This design comes from an exercise in tuning for small area, a short achievable clock period and few clock cycles on the open sky130 flow, not from production work. The RTL was checked by simulation tests, not by an equivalence proof against the original design. No driver is modelled on the clock port, so clocking that relies on it looks cheaper here than on a real chip. Power and IR drop assume default switching activity.

lane 1:
Design l2_write_buffer, start of the top module:
module l2_write_buffer (
    input  logic   clk_i,
    input  logic   rst_i,
    input  logic   l2_read,
    input  logic   l2_write,
    input  l2_wb_types::addr_t  l2_address,
    input  l2_wb_types::line_t  l2_wdata,
    output logic   l2_resp,
    output l2_wb_types::line_t  l2_rdata,
    output logic   pmem_read,
    output logic   pmem_write,
    output l2_wb_types::addr_t  pmem_address,
    output l2_wb_types::line_t  pmem_wdata,
    input  logic   pmem_resp,
    input  l2_wb_types::line_t  pmem_rdata,
    output logic   wb_empty
);
    logic                   valid_q;       
    l2_wb_types::lineaddr_t line_q;        
    logic                   resp_q;
    logic                   pmem_read_q;   
    logic                   pmem_write_q;  
    logic                   wb_empty_q;
    l2_wb_types::line_t     data;
    logic hit;
    logic free;      
    logic new_req;   
    logic load_w;
    logic start_rd;
    logic rd_hit;
    logic fill;      
    assign hit      = valid_q && (line_q == l2_wb_types::line_of(l2_address));
    assign free     = !(pmem_read_q || pmem_write_q) || pmem_resp;
    assign new_req  = !resp_q && !pmem_read_q;
  ...
Settings: LEC_CHECK=0, CAP_MARGIN=20, CORE_AREA=10 10 230 230, CTS_CLUSTER_DIAMETER=150, CTS_CLUSTER_SIZE=30, DIE_AREA=0 0 240 240, SETUP_SLACK_MARGIN=2.6, SLEW_MARGIN=20; clock period 5.0 ns.
standard.sh (not shown) runs the stock make flow with config.mk's settings and CLKGATE_MAP_FILE= SYNTH_SCRIPT=/design/flow/synth_recipe.tcl, a recipe that flattens the netlist after the stock synthesis.
==> flow/flow/run.sh <==
#!/bin/bash
# Standard layout (standard.sh) with: port buffers made from the smallest plain
# buffer, and high-fanout nets split into buffer trees before timing repair.
set -euo pipefail
export BUFFER_PORTS_ARGS="-buffer_cell sky130_fd_sc_hd__buf_1"
export PRE_RESIZE_TCL="$PWD/flow/pre_resize.tcl"
if [[ -f flow/pins.args ]]; then export PLACE_PINS_ARGS="$(cat flow/pins.args)"; fi
bash standard.sh > standard_flow.log 2>&1
==> flow/flow/pins.args <==
-min_distance 1 -min_distance_in_tracks
==> flow/flow/pre_resize.tcl <==
set_max_fanout 16 [current_design]
No stage failed in lane 1, and the final checks on the layout all came back clean.
Testbench counts of lane 1, summed over its fixed seeds: cycles 25,351.
What lane 2 does differently from lane 1 at the input level:
# lane 1
export LEC_CHECK = 0
export CAP_MARGIN = 20
export CORE_AREA = 10 10 230 230
export CTS_CLUSTER_DIAMETER = 150
export CTS_CLUSTER_SIZE = 30
export DIE_AREA = 0 0 240 240
export SETUP_SLACK_MARGIN = 2.6
export SLEW_MARGIN = 20
create_clock -name core_clock -period 5.0 [get_ports {clk_i}]
# lane 2
export LEC_CHECK = 0
export CAP_MARGIN = 20
export CORE_AREA = 10 10 270 270
export CTS_CLUSTER_DIAMETER = 100
export CTS_CLUSTER_SIZE = 40
export DIE_AREA = 0 0 280 280
export SLEW_MARGIN = 20
create_clock -name core_clock -period 5.0 [get_ports {clk_i}]
==> flow/flow/run.sh <==
#!/bin/bash
# Standard layout, with the port buffers made from the smallest plain buffer.
set -euo pipefail
export BUFFER_PORTS_ARGS="-buffer_cell sky130_fd_sc_hd__buf_1"
bash standard.sh > standard_flow.log 2>&1
removed: flow/flow/pins.args
removed: flow/flow/pre_resize.tcl
--- outcome ---
For lane 2, the flow was terminated by a tool error in I/O pin placement and produced no final design. Looking at die boundary width, lane 2 sits 17% above lane 1. As far as simple-gate share of the synthesized area goes, lane 2 and lane 1 are indistinguishable; the numbers are identical. Going from lane 1 to lane 2, the die height was found to have gone up by about 17%.
Edits applied to the flow inputs when going from lane 2 to lane 3:
# lane 2
export LEC_CHECK = 0
export CAP_MARGIN = 20
export CORE_AREA = 10 10 270 270
export CTS_CLUSTER_DIAMETER = 100
export CTS_CLUSTER_SIZE = 40
export DIE_AREA = 0 0 280 280
export SLEW_MARGIN = 20
create_clock -name core_clock -period 5.0 [get_ports {clk_i}]
# lane 3
export LEC_CHECK = 0
export CAP_MARGIN = 20
export CORE_AREA = 10 10 230 230
export CTS_CLUSTER_DIAMETER = 100
export CTS_CLUSTER_SIZE = 24
export DIE_AREA = 0 0 240 240
export SETUP_SLACK_MARGIN = 3.0
export SLEW_MARGIN = 20
create_clock -name core_clock -period 5.0 [get_ports {clk_i}]
==> flow/flow/run.sh <==
#!/bin/bash
# Standard layout (standard.sh) with: port buffers made from the smallest plain
# buffer, and high-fanout nets split into buffer trees before timing repair.
set -euo pipefail
export BUFFER_PORTS_ARGS="-buffer_cell sky130_fd_sc_hd__buf_1"
export PRE_RESIZE_TCL="$PWD/flow/pre_resize.tcl"
if [[ -f flow/pins.args ]]; then export PLACE_PINS_ARGS="$(cat flow/pins.args)"; fi
bash standard.sh > standard_flow.log 2>&1
==> flow/flow/pins.args (new file) <==
-min_distance 1 -min_distance_in_tracks
==> flow/flow/pre_resize.tcl (new file) <==
set_max_fanout 16 [current_design]
Lane 3: full flow OK, the timing, DRC and antenna checks passed
[compare] base=lane 2 new=lane 3: vertical die dimension -about 14%, average cell area after synthesis ~0 delta, initial core utilization +7.7 points.
Number of placement rows: lane 3 lower than lane 2
Input-level comparison between lane 4 and lane 3:
# lane 3
export LEC_CHECK = 0
export CAP_MARGIN = 20
export CORE_AREA = 10 10 230 230
export CTS_CLUSTER_DIAMETER = 100
export CTS_CLUSTER_SIZE = 24
export DIE_AREA = 0 0 240 240
export SETUP_SLACK_MARGIN = 3.0
export SLEW_MARGIN = 20
create_clock -name core_clock -period 5.0 [get_ports {clk_i}]
# lane 4
export LEC_CHECK = 0
export CAP_MARGIN = 20
export CORE_AREA = 10 10 390 390
export DIE_AREA = 0 0 400 400
export SLEW_MARGIN = 20
create_clock -name core_clock -period 5.0 [get_ports {clk_i}]
==> flow/flow/run.sh <==
#!/bin/bash
# Standard layout, with the port buffers made from the smallest plain buffer.
set -euo pipefail
export BUFFER_PORTS_ARGS="-buffer_cell sky130_fd_sc_hd__buf_1"
bash standard.sh > standard_flow.log 2>&1
removed: flow/flow/pins.args
removed: flow/flow/pre_resize.tcl
Findings:
Final core utilization down 36 points in lane 4 wrt lane 3. [lane 4 vs lane 3] share of power burned in combinational logic: lower in lane 4. Result: PASS for each of lane 4 and lane 3. Going from lane 3 to lane 4, minimum clock period grows by 530 ps. Compare lane 4 and lane 3 | total vias in the final route higher: lane 3. In the metrics for lane 4 and lane 3, the one carrying the higher transition time at the pin with the least slew margin is lane 4. Looking at data-path buffer share of cell area in the final layout, lane 4 sits 24 points lower than lane 3 does.

l2_write_buffer, a different RTL version from the one above (not shown whole).
For scale: roughly 1200 cells after synthesis, ~280 flip-flops, roughly 1100 I/O pins, ~13000 µm² of cells after synthesis.
clock: 5.0 ns
lec_check: 0
cap_margin: 20
core_area: 10 10 250 250
cts_cluster_diameter: 60
cts_cluster_size: 30
die_area: 0 0 260 260
setup_slack_margin: 2.8
slew_margin: 20
==> flow/flow/run.sh <==
#!/bin/bash
# Standard layout (standard.sh) with: port buffers made from the smallest plain
# buffer, high-fanout nets split into buffer trees before timing repair, the
# pins placed on more metal layers so that the die can be smaller, and the four
# pins of each data bit (l2_wdata, pmem_rdata, l2_rdata, pmem_wdata) kept
# together.
set -euo pipefail
export BUFFER_PORTS_ARGS="-buffer_cell sky130_fd_sc_hd__buf_1"
export PRE_RESIZE_TCL="$PWD/flow/pre_resize.tcl"
pins=""
if [[ -f flow/pins.args ]]; then pins="$(cat flow/pins.args)"; fi
if [[ -f flow/group_bits ]]; then
  for i in $(seq 0 255); do
    pins="$pins -group_pins {l2_wdata[$i] pmem_rdata[$i] l2_rdata[$i] pmem_wdata[$i]}"
  done
fi
export PLACE_PINS_ARGS="$pins"
if [[ -f flow/io_v.txt ]]; then export IO_PLACER_V="$(cat flow/io_v.txt)"; fi
if [[ -f flow/io_h.txt ]]; then export IO_PLACER_H="$(cat flow/io_h.txt)"; fi
if [[ -f flow/post_cts.tcl ]]; then export POST_CTS_TCL="$PWD/flow/post_cts.tcl"; fi
bash standard.sh > standard_flow.log 2>&1
==> flow/flow/group_bits <==
group
==> flow/flow/io_v.txt <==
met2 met4
==> flow/flow/pre_resize.tcl <==
# no fanout limit
The baseline went through all stages and came out clean.
Testbench counts at the start, summed over its fixed seeds: cycles 25,351.
Change:
Settings changed: CORE_AREA 10 10 250 250 to 10 10 230 230, CTS_CLUSTER_DIAMETER 60 to 100, CTS_CLUSTER_SIZE 30 to 20, DIE_AREA 0 0 260 260 to 0 0 240 240.
After rerunning: Final area shrinks by 2.5%. Sequential share of layout area grows by 0.89 points. Count of clock-buffer cells in the layout shrinks by 7. Via count grows by 2.5%. Global-route usage grows by 2.9 points. Utilization grows by 4.4 points. Combinational power grows by about 2%. Synthesized cell count does not change. Routed wire length grows by 5.9%. Worst setup slack gets worse by 0.0031 ns. Total power shrinks by 3.9%.
Change:
==> flow/flow/pre_resize.tcl (replaced) <==
set_max_fanout 16 [current_design]
Settings changed: CORE_AREA 10 10 230 230 to 10 10 290 290, DIE_AREA 0 0 240 240 to 0 0 300 300, SETUP_SLACK_MARGIN 2.8 to 2.95.
Sequential share of layout area went down by 7.0 points.
Register-to-register slack is worse by 0.26 ns.
Combinational power climbs by 64%.
Change:
--- a/flow/flow/run.sh
+++ b/flow/flow/run.sh
@@ -6 +6 @@
-# together.
+# together, and no delay cells used as buffers by the repair steps.
@@ -20,0 +21,5 @@
+if [[ -f flow/no_delay_cells.tcl ]]; then
+  for step in FLOORPLAN GLOBAL_PLACE CTS GLOBAL_ROUTE REPAIR_TIMING_POST_PLACE DETAIL_PLACE; do
+    export PRE_${step}_TCL="$PWD/flow/no_delay_cells.tcl"
+  done
+fi
==> flow/flow/no_delay_cells.tcl (new file) <==
# Keep timing and design repair from using delay cells as buffers.
set_dont_use [get_lib_cells {sky130_fd_sc_hd__clkdlybuf4s* sky130_fd_sc_hd__dlygate* sky130_fd_sc_hd__dlymetal* sky130_fd_sc_hd__dlybuf*}]
==> flow/flow/pre_resize.tcl (replaced) <==
source [file join [file dirname [info script]] no_delay_cells.tcl]
# Gain-based buffering of the high-fanout nets (the entry's load strobes)
# before the standard repair.
repair_design -buffer_gain 4.0
Settings changed: SETUP_SLACK_MARGIN 2.95 to 2.8.
The new run went through all stages and came out clean.
Sequential share of layout area came out higher by 4.2 points.
Via count came out lower by 5.6%.
Maximum frequency came out higher by about 3.7%.
Global-route usage rose by 0.23 points.
Critical path depth falls by 3.
Total power is lower by about 20%.
Routed wire length decreases by about 9%.
Core utilization falls by 5.5 points.

v20:
l2_write_buffer again, from the RTL that the note above started with.
export LEC_CHECK = 0
export CAP_MARGIN = 20
export CORE_AREA = 10 10 290 290
export CTS_CLUSTER_DIAMETER = 100
export CTS_CLUSTER_SIZE = 20
export DIE_AREA = 0 0 300 300
export SETUP_SLACK_MARGIN = 2.8
export SLEW_MARGIN = 20
create_clock -name core_clock -period 5.0 [get_ports {clk_i}]
==> flow/flow/run.sh <==
#!/bin/bash
# Standard layout (standard.sh) with: port buffers made from the smallest plain
# buffer, high-fanout nets split into buffer trees before timing repair, and
# the pins placed on more metal layers so that the die can be smaller.
set -euo pipefail
export BUFFER_PORTS_ARGS="-buffer_cell sky130_fd_sc_hd__buf_1"
export PRE_RESIZE_TCL="$PWD/flow/pre_resize.tcl"
if [[ -f flow/pins.args ]]; then export PLACE_PINS_ARGS="$(cat flow/pins.args)"; fi
if [[ -f flow/io_v.txt ]]; then export IO_PLACER_V="$(cat flow/io_v.txt)"; fi
if [[ -f flow/io_h.txt ]]; then export IO_PLACER_H="$(cat flow/io_h.txt)"; fi
if [[ -f flow/post_cts.tcl ]]; then export POST_CTS_TCL="$PWD/flow/post_cts.tcl"; fi
bash standard.sh > standard_flow.log 2>&1
==> flow/flow/pre_resize.tcl <==
set_max_fanout 16 [current_design]
Scripts as last shown in full above: flow/flow/io_v.txt
Having completed the whole flow, v20 delivered a layout that passed the timing, DRC and antenna checks.
Testbench counts of v20, summed over its fixed seeds: cycles 25,351.
For v33, these inputs were changed with respect to v20:
# v20
export LEC_CHECK = 0
export CAP_MARGIN = 20
export CORE_AREA = 10 10 290 290
export CTS_CLUSTER_DIAMETER = 100
export CTS_CLUSTER_SIZE = 20
export DIE_AREA = 0 0 300 300
export SETUP_SLACK_MARGIN = 2.8
export SLEW_MARGIN = 20
create_clock -name core_clock -period 5.0 [get_ports {clk_i}]
# v33
export LEC_CHECK = 0
export CAP_MARGIN = 20
export CORE_AREA = 10 10 250 250
export CTS_CLUSTER_DIAMETER = 100
export CTS_CLUSTER_SIZE = 20
export DIE_AREA = 0 0 260 260
export SETUP_SLACK_MARGIN = 2.87
export SLEW_MARGIN = 20
create_clock -name core_clock -period 5.0 [get_ports {clk_i}]
==> flow/flow/run.sh <==
#!/bin/bash
# Standard layout (standard.sh) with: port buffers made from the smallest plain
# buffer, high-fanout nets split into buffer trees before timing repair, the
# pins placed on more metal layers so that the die can be smaller, and the four
# pins of each data bit (l2_wdata, pmem_rdata, l2_rdata, pmem_wdata) kept
# together.
set -euo pipefail
export BUFFER_PORTS_ARGS="-buffer_cell sky130_fd_sc_hd__buf_1"
export PRE_RESIZE_TCL="$PWD/flow/pre_resize.tcl"
pins=""
if [[ -f flow/pins.args ]]; then pins="$(cat flow/pins.args)"; fi
if [[ -f flow/group_bits ]]; then
  for i in $(seq 0 255); do
    pins="$pins -group_pins {l2_wdata[$i] pmem_rdata[$i] l2_rdata[$i] pmem_wdata[$i]}"
  done
fi
export PLACE_PINS_ARGS="$pins"
if [[ -f flow/io_v.txt ]]; then export IO_PLACER_V="$(cat flow/io_v.txt)"; fi
if [[ -f flow/io_h.txt ]]; then export IO_PLACER_H="$(cat flow/io_h.txt)"; fi
if [[ -f flow/post_cts.tcl ]]; then export POST_CTS_TCL="$PWD/flow/post_cts.tcl"; fi
bash standard.sh > standard_flow.log 2>&1
==> flow/flow/group_bits (new file) <==
group
==> flow/flow/pre_resize.tcl <==
# no fanout limit
### Flow results
On via count, v20 loses to v33. Compared with v20, v33 improves hold slack. The flip-flop and latch count of v20 and that of v33 are within noise of each other. v33 against v20: cell area after layout dropped 8.0%, global-route usage now smaller, post-route setup TNS flat. Comparing v33 and v20, the higher critical-path maximum fanout is on v20. Final total power improves in v33 relative to v20. v33 against v20: post-layout minimum cycle time fell by 0.097 ns; worst setup margin went up; share of power burned in the clock network shows a reduction of 0.8 points.

## violet
Starting RTL as in the previous note.
Design l2_write_buffer, start of the top module:
module l2_write_buffer (
    input  logic   clk_i,
    input  logic   rst_i,
    input  logic   l2_read,
    input  logic   l2_write,
    input  l2_wb_types::addr_t  l2_address,
    input  l2_wb_types::line_t  l2_wdata,
    output logic   l2_resp,
    output l2_wb_types::line_t  l2_rdata,
    output logic   pmem_read,
    output logic   pmem_write,
    output l2_wb_types::addr_t  pmem_address,
    output l2_wb_types::line_t  pmem_wdata,
    input  logic   pmem_resp,
    input  l2_wb_types::line_t  pmem_rdata,
    output logic   wb_empty
);
    logic                   resp_q;
    logic                   pmem_read_q;
    logic                   pmem_write_q;
    logic                   dirty_q;       
    logic                   valid_q;       
    logic                   resp_i_q;
    logic                   rd_i_q;        
    logic                   wr_i_q;        
    l2_wb_types::lineaddr_t line_q;        
    l2_wb_types::line_t     data;
    logic hit;
    logic free;      
    logic new_req;   
    logic load_w;
    logic start_rd;
    logic rd_hit;
    logic fill;      
    logic take;      
    logic keep;      
  ...
Settings: LEC_CHECK=0, CAP_MARGIN=20, CORE_AREA=10 10 290 290, CTS_CLUSTER_DIAMETER=100, CTS_CLUSTER_SIZE=20, DIE_AREA=0 0 300 300, SETUP_SLACK_MARGIN=2.8, SLEW_MARGIN=20; clock period 5.0 ns.
==> flow/flow/run.sh <==
#!/bin/bash
# Standard layout (standard.sh) with: port buffers made from the smallest plain
# buffer, high-fanout nets split into buffer trees before timing repair, the
# pins placed on more metal layers so that the die can be smaller, and the four
# pins of each data bit (l2_wdata, pmem_rdata, l2_rdata, pmem_wdata) kept
# together.
set -euo pipefail
export BUFFER_PORTS_ARGS="-buffer_cell sky130_fd_sc_hd__buf_1"
export PRE_RESIZE_TCL="$PWD/flow/pre_resize.tcl"
pins=""
if [[ -f flow/pins.args ]]; then pins="$(cat flow/pins.args)"; fi
if [[ -f flow/group_bits ]]; then
  for i in $(seq 0 255); do
    pins="$pins -group_pins {l2_wdata[$i] pmem_rdata[$i] l2_rdata[$i] pmem_wdata[$i]}"
  done
fi
export PLACE_PINS_ARGS="$pins"
if [[ -f flow/io_v.txt ]]; then export IO_PLACER_V="$(cat flow/io_v.txt)"; fi
if [[ -f flow/io_h.txt ]]; then export IO_PLACER_H="$(cat flow/io_h.txt)"; fi
if [[ -f flow/post_cts.tcl ]]; then export POST_CTS_TCL="$PWD/flow/post_cts.tcl"; fi
bash standard.sh > standard_flow.log 2>&1
==> flow/flow/group_bits <==
group
==> flow/flow/pre_resize.tcl <==
set_max_fanout 40 [current_design]
Scripts as last shown in full above: flow/flow/io_v.txt
In summary, violet completed successfully, with a layout that passed the timing, DRC and antenna checks.
Testbench counts of violet, summed over its fixed seeds: cycles 25,351.
#### Input delta (onyx over violet)
==> flow/flow/run.sh <==
#!/bin/bash
# Standard layout (standard.sh) with: port buffers made from the smallest plain
# buffer, high-fanout nets split into buffer trees before timing repair, and
# the pins placed on more metal layers so that the die can be smaller.
set -euo pipefail
export BUFFER_PORTS_ARGS="-buffer_cell sky130_fd_sc_hd__buf_1"
export PRE_RESIZE_TCL="$PWD/flow/pre_resize.tcl"
if [[ -f flow/pins.args ]]; then export PLACE_PINS_ARGS="$(cat flow/pins.args)"; fi
if [[ -f flow/io_v.txt ]]; then export IO_PLACER_V="$(cat flow/io_v.txt)"; fi
if [[ -f flow/io_h.txt ]]; then export IO_PLACER_H="$(cat flow/io_h.txt)"; fi
if [[ -f flow/post_cts.tcl ]]; then export POST_CTS_TCL="$PWD/flow/post_cts.tcl"; fi
bash standard.sh > standard_flow.log 2>&1
==> flow/flow/pre_resize.tcl <==
set_max_fanout 16 [current_design]
-- flow/config.mk --
<<< violet, line 12
export DIE_AREA = 0 0 300 300
export SETUP_SLACK_MARGIN = 2.8
export SLEW_MARGIN = 20
>>> onyx, line 12
export DIE_AREA = 0 0 300 300
export SETUP_SLACK_MARGIN = 2.6
export SLEW_MARGIN = 20
removed: flow/flow/group_bits
violet → onyx: via count of the first global-routing pass increased by about 5% relative to the old numbers; non-clock buffer count increased by 47 relative to the old numbers.
Clock power share: onyx > violet
onyx: full flow OK, the timing, DRC and antenna checks passed
In the reports for violet and onyx, the smaller number of buffer and inverter instances along the worst setup path belongs to violet.
Going from violet to onyx, largest net degree at the start of global routing shrank by more than a quarter.
Looking at number of optimization iterations in the first detailed-route pass, onyx sits above violet.
onyx: reported leakage power higher than violet
The core of onyx is more densely filled than that of violet.
Compared with violet, in onyx maximum frequency -about 10%; post-synthesis mux area share closely matched the old numbers.
The following lists how ember was set up differently from onyx:
==> flow/flow/run.sh <==
#!/bin/bash
# Standard layout (standard.sh) with: port buffers made from the smallest plain
# buffer, high-fanout nets split into buffer trees before timing repair, the
# pins placed on more metal layers so that the die can be smaller, and the four
# pins of each data bit (l2_wdata, pmem_rdata, l2_rdata, pmem_wdata) kept
# together, and no delay cells used as buffers by the repair steps.
set -euo pipefail
export BUFFER_PORTS_ARGS="-buffer_cell sky130_fd_sc_hd__buf_1"
export PRE_RESIZE_TCL="$PWD/flow/pre_resize.tcl"
pins=""
if [[ -f flow/pins.args ]]; then pins="$(cat flow/pins.args)"; fi
if [[ -f flow/group_bits ]]; then
  for i in $(seq 0 255); do
    pins="$pins -group_pins {l2_wdata[$i] pmem_rdata[$i] l2_rdata[$i] pmem_wdata[$i]}"
  done
fi
export PLACE_PINS_ARGS="$pins"
if [[ -f flow/io_v.txt ]]; then export IO_PLACER_V="$(cat flow/io_v.txt)"; fi
if [[ -f flow/io_h.txt ]]; then export IO_PLACER_H="$(cat flow/io_h.txt)"; fi
if [[ -f flow/post_cts.tcl ]]; then export POST_CTS_TCL="$PWD/flow/post_cts.tcl"; fi
if [[ -f flow/no_delay_cells.tcl ]]; then
  for step in FLOORPLAN GLOBAL_PLACE CTS GLOBAL_ROUTE REPAIR_TIMING_POST_PLACE DETAIL_PLACE; do
    export PRE_${step}_TCL="$PWD/flow/no_delay_cells.tcl"
  done
fi
bash standard.sh > standard_flow.log 2>&1
==> flow/flow/group_bits (new file) <==
group
==> flow/flow/no_delay_cells.tcl (new file) <==
# Keep timing and design repair from using delay cells as buffers.
set_dont_use [get_lib_cells {sky130_fd_sc_hd__clkdlybuf4s* sky130_fd_sc_hd__dlygate* sky130_fd_sc_hd__dlymetal* sky130_fd_sc_hd__dlybuf*}]
==> flow/flow/post_cts.tcl (new file) <==
# Collapse the middle levels of the clock tree so that every leaf clock buffer
# is driven by the root clock buffer directly.
set block [ord::get_db_block]
set collapsed 0
foreach inst [$block getInsts] {
  set name [$inst getName]
  if {![regexp {^clkbuf_[1-9][0-9]*_} $name]} { continue }
  set innet [[$inst findITerm A] getNet]
  set outnet [[$inst findITerm X] getNet]
  foreach it [$outnet getITerms] {
    if {[$it getInst] eq $inst} { continue }
    $it disconnect
    $it connect $innet
  }
  odb::dbInst_destroy $inst
  odb::dbNet_destroy $outnet
  incr collapsed
}
puts "post_cts: collapsed $collapsed clock buffers"
==> flow/flow/pre_resize.tcl <==
source [file join [file dirname [info script]] no_delay_cells.tcl]
set_max_fanout 16 [current_design]
-- flow/config.mk --
<<< onyx, line 8
export CAP_MARGIN = 20
export CORE_AREA = 10 10 290 290
export CTS_CLUSTER_DIAMETER = 100
export CTS_CLUSTER_SIZE = 20
export DIE_AREA = 0 0 300 300
export SETUP_SLACK_MARGIN = 2.6
export SLEW_MARGIN = 20
>>> ember, line 8
export CAP_MARGIN = 20
export CORE_AREA = 10 10 250 250
export CTS_CLUSTER_DIAMETER = 100
export CTS_CLUSTER_SIZE = 20
export DIE_AREA = 0 0 260 260
export SETUP_SLACK_MARGIN = 2.8
export SLEW_MARGIN = 20
- Across both runs, total half-perimeter wirelength after legalization and detailed placement was lower for ember than for onyx.
- onyx → ember: critical path depth now sits higher, hold slack now sits higher.
- From onyx to ember the numbers moved as follows: wire length of the first global-routing pass dropped 29 mm, cell area power density dropped 31 nW/um^2, share of post-route cells with drive strength above 1 dropped 0.68 points, final area dropped 1.4%, number of top-level pins barely changed.

[separate check: timing with driven ports]
The results above use ideal ports. As a check the final layouts listed here were re-extracted and re-timed, cells and wires unchanged. Step 1 assumes that a clkbuf_16 drives the clock port and a buf_2 every other input. Step 2 adds t to the input delays and takes it off the output delays; t is the mean of the earliest and latest rising clock arrival at the registers after step 1. Input paths then give back, and output paths get back, about the clock's delay inside the block. a / b / c = no drivers / after step 1 / after step 2; a / b = the first two.
run | shift t [ns] | slack for setup (ns) | worst setup path after step 2 | worst register clock-pin slew, ns | worst slew at a driven data input, ns
lane 1 | 0.572 | 2.595 / 2.533 / 2.103 | input to register | 0.12 / 0.12 | 0.15
lane 3 | 0.583 | 2.686 / 2.626 / 2.204 | input to register | 0.11 / 0.11 | 0.16
lane 4 | 0.661 | 2.159 / 2.159 / 1.975 | input to register | 0.07 / 0.07 | 0.36
the first run of note 2 | 0.587 | 2.871 / 2.822 / 2.297 | input to register | 0.08 / 0.08 | 0.17
the second run of note 2 | 0.560 | 2.868 / 2.818 / 2.320 | input to register | 0.09 / 0.09 | 0.16
the third run of note 2 | 0.575 | 2.750 / 2.703 / 2.128 | input to register | 0.09 / 0.09 | 0.16
the fourth run of note 2 | 0.581 | 2.831 / 2.820 / 2.278 | input to register | 0.09 / 0.09 | 0.17
v20 | 0.595 | 2.790 / 2.768 / 2.199 | input to register | 0.09 / 0.09 | 0.35
v33 | 0.556 | 2.888 / 2.839 / 2.384 | input to register | 0.08 / 0.08 | 0.15
violet | 0.581 | 2.857 / 2.798 / 2.284 | input to register | 0.09 / 0.09 | 0.21
onyx | 0.592 | 2.630 / 2.602 / 2.059 | input to register | 0.09 / 0.09 | 0.35
ember | 0.532 | 2.752 / 2.722 / 2.190 | input to register | 0.09 / 0.09 | 0.17
After both steps setup and hold are still met in every run listed. The setup slack of the third run of note 2, which loses most, moves by -0.047 ns with the drivers and by -0.622 ns with both steps.
